This is an optimization exercise on Yosys and OpenROAD, whose aim is small area, not a production implementation.
Only simulation tests tie the RTL to the original design; equivalence was not proved.
No activity file was given, so power comes from the tool's default toggle rates.

// issue_stage
module issue_stage (
    input  logic                          clk,
    input  logic                          reset,
    input  logic                          stall,
    input  logic                          flush,
    input  logic [135:0]                  in_data,
    input  logic [1:0]                    hit,
    output logic                          full,
    output logic [19:0]                   reg_addr,
    input  logic [127:0]                  reg_data,
    input  logic [3:0]                    reg_ready,
    output logic [247:0]                  issue_out,
    output logic [32-1:0] single_count,
    output logic [32-1:0] dual_count
);
For scale: roughly 2400 cells after synthesis, ~860 flip-flops, roughly 610 I/O pins, about 35000 um2 of cells after synthesis.
clock: 4.2 ns
lec_check: 0
cap_margin: 0
core_margin: 2
core_utilization: 75
place_density: 0.8
slew_margin: 0
standard.sh (not shown) runs the stock make flow with config.mk's settings and CLKGATE_MAP_FILE= SYNTH_SCRIPT=/design/flow/synth_recipe.tcl, a recipe that flattens the netlist after the stock synthesis.
==> flow/flow/run.sh <==
#!/bin/bash
set -euo pipefail
export BUFFER_PORTS_ARGS="-buffer_cell sky130_fd_sc_hd__buf_1"
export CTS_ARGS="-sink_clustering_enable -repair_clock_nets -dont_use_dummy_load -buf_list {sky130_fd_sc_hd__clkbuf_4} -root_buf sky130_fd_sc_hd__clkbuf_8 -sink_clustering_size 11 -sink_clustering_max_diameter 40"
bash standard.sh > standard_flow.log 2>&1
Next try:
==> flow/flow/run.sh (replaced) <==
#!/bin/bash
set -euo pipefail
export BUFFER_PORTS_ARGS="-buffer_cell sky130_fd_sc_hd__buf_1"
export CTS_ARGS="-sink_clustering_enable -repair_clock_nets -dont_use_dummy_load -buf_list {sky130_fd_sc_hd__clkbuf_8} -sink_clustering_size 14 -sink_clustering_max_diameter 50"
bash standard.sh > standard_flow.log 2>&1
Settings changed: CAP_MARGIN 0 to 20, CORE_UTILIZATION 75 to 60, PLACE_DENSITY 0.8 to default, SLEW_MARGIN 0 to 20.
Result: The changed run passed the timing, design-rule and antenna checks. Via count shrinks by a few percent. Combinational power is about the same. Wire length shrinks by a few percent. Fmax grows slightly. Setup slack is better by 18 ps. Global-route usage shrinks by 9.0 points. Worst hold slack is better by 40 ps. Flip-flop and latch count stays the same. Core utilization shrinks by 16 points.
Next try:
==> flow/flow/run.sh (replaced) <==
#!/bin/bash
set -euo pipefail
export BUFFER_PORTS_ARGS="-buffer_cell sky130_fd_sc_hd__buf_1"
export CTS_ARGS="-sink_clustering_enable -repair_clock_nets -dont_use_dummy_load -buf_list {sky130_fd_sc_hd__clkbuf_4} -root_buf sky130_fd_sc_hd__clkbuf_16 -sink_clustering_size 10 -sink_clustering_max_diameter 40"
bash standard.sh > standard_flow.log 2>&1
Settings changed: CAP_MARGIN 20 to 0, CORE_UTILIZATION 60 to 75, PLACE_DENSITY from default to 0.8, SLEW_MARGIN 20 to 0.
Outcome: Clock power falls by 6.7%; die area is lower by 20%; wire length rises by 3.4%; count of clock-buffer cells in the layout came out higher by 26; combinational power hardly moves; via count went up by 6.9%; sequential power barely changes; area after synthesis is unchanged; design area shrinks by 1.0%; power goes down by 1.8%.
Next try:
==> flow/flow/run.sh (replaced) <==
#!/bin/bash
set -euo pipefail
export BUFFER_PORTS_ARGS="-buffer_cell sky130_fd_sc_hd__buf_1"
export CTS_ARGS="-sink_clustering_enable -repair_clock_nets -dont_use_dummy_load -buf_list {sky130_fd_sc_hd__clkbuf_8} -root_buf sky130_fd_sc_hd__clkbuf_16 -sink_clustering_size 14 -sink_clustering_max_diameter 50"
bash standard.sh > standard_flow.log 2>&1
Settings changed: CAP_MARGIN 0 to 20, CORE_UTILIZATION 75 to 60, PLACE_DENSITY 0.8 to default, SLEW_MARGIN 0 to 20.
Effect:
- total power rises by a few percent
- first-iteration DRC count shrinks by a quarter to a third
- via count shrinks by a few percent
- utilization came out lower by 16 points
- setup slack is about the same
- register-to-register slack hardly moves
- synthesized area is unchanged


Starting RTL as in the previous note.
==> flow/config.mk <==
export PLATFORM = sky130hd
export DESIGN_NAME = issue_stage
export DESIGN_NICKNAME = issue_stage
export VERILOG_FILES = /design/flow/design.v
export SDC_FILE = /design/flow/constraint.sdc
export NUM_CORES = 4
export LEC_CHECK = 0
export CAP_MARGIN = 20
export CORE_MARGIN = 2
export CORE_UTILIZATION = 60
export SLEW_MARGIN = 20
==> flow/constraint.sdc <==
create_clock -name core_clock -period 4.2 [get_ports {clk}]
set_input_delay 0.8400 -clock core_clock [delete_from_list [all_inputs] [get_ports {clk}]]
set_output_delay 0.8400 -clock core_clock [all_outputs]
set_load 0.01 [all_outputs]
==> flow/flow/run.sh <==
#!/bin/bash
set -euo pipefail
export BUFFER_PORTS_ARGS="-buffer_cell sky130_fd_sc_hd__buf_1"
export CTS_ARGS="-sink_clustering_enable -repair_clock_nets -dont_use_dummy_load -buf_list {sky130_fd_sc_hd__clkbuf_8} -sink_clustering_size 18 -sink_clustering_max_diameter 50"
bash standard.sh > standard_flow.log 2>&1
The baseline passed the timing, design-rule and antenna checks.
Change:
==> flow/flow/run.sh (replaced) <==
#!/bin/bash
set -euo pipefail
export BUFFER_PORTS_ARGS="-buffer_cell sky130_fd_sc_hd__buf_1"
export CTS_ARGS="-sink_clustering_enable -repair_clock_nets -dont_use_dummy_load -buf_list {sky130_fd_sc_hd__clkbuf_8} -sink_clustering_size 14 -sink_clustering_max_diameter 50"
bash standard.sh > standard_flow.log 2>&1
Settings changed: CAP_MARGIN 20 to 0, CORE_UTILIZATION 60 to 75, PLACE_DENSITY from default to 0.8, SLEW_MARGIN 20 to 0.
After rerunning: Setup slack is worse by 0.0069 ns. Sequential power barely changes. Sequential share of layout area rose by 0.28 points.
Change:
Settings changed: CORE_UTILIZATION 75 to 60, PLACE_DENSITY 0.8 to default.
Outcome: Fmax is higher by 0.58%; core utilization decreases by 16 points; area after synthesis does not change; via count fell by 6.4%; global-route usage goes down by 9.7 points; final cell count rose by about 4%; power went up by about 1%.

==> afterwards: timing with drivers on the ports <==
In the flow no input, the clock included, has a driving cell. The finished layouts below were timed again as built, in two steps.
Step 1: set_driving_cell puts a clkbuf_16 on clk and a buf_2 on each other input, an assumption about the parent block.
Step 2 moves the port delays by t, midway between the first and last clock arrival at a register: inputs arrive t later, outputs are due t later. That takes back most of the time a late clock gives input paths.
a / b / c = no drivers / after step 1 / after step 2; a / b = the first two.
| run | shift t [ns] | setup slack, ns | clock arrival spread, ns | slew at the worst register clock pin (ns) |
|---|---|---|---|---|
| the first run of note 1 | 0.747 | 0.121 / 0.095 / 0.121 | 0.096 / 0.096 | 0.12 / 0.12 |
| the second run of note 1 | 0.730 | 0.138 / 0.138 / 0.138 | 0.066 / 0.067 | 0.10 / 0.10 |
| the third run of note 1 | 0.646 | 0.134 / 0.134 / 0.134 | 0.069 / 0.070 | 0.11 / 0.11 |
| the fourth run of note 1 | 0.647 | 0.134 / 0.134 / 0.134 | 0.065 / 0.064 | 0.09 / 0.09 |
| the first run of note 2 | 0.734 | 0.117 / 0.117 / 0.117 | 0.092 / 0.092 | 0.11 / 0.11 |
| the second run of note 2 | 0.730 | 0.111 / 0.111 / 0.111 | 0.057 / 0.057 | 0.10 / 0.10 |
| the third run of note 2 | 0.732 | 0.134 / 0.134 / 0.134 | 0.070 / 0.069 | 0.09 / 0.09 |
After both steps every run listed still meets setup and hold.
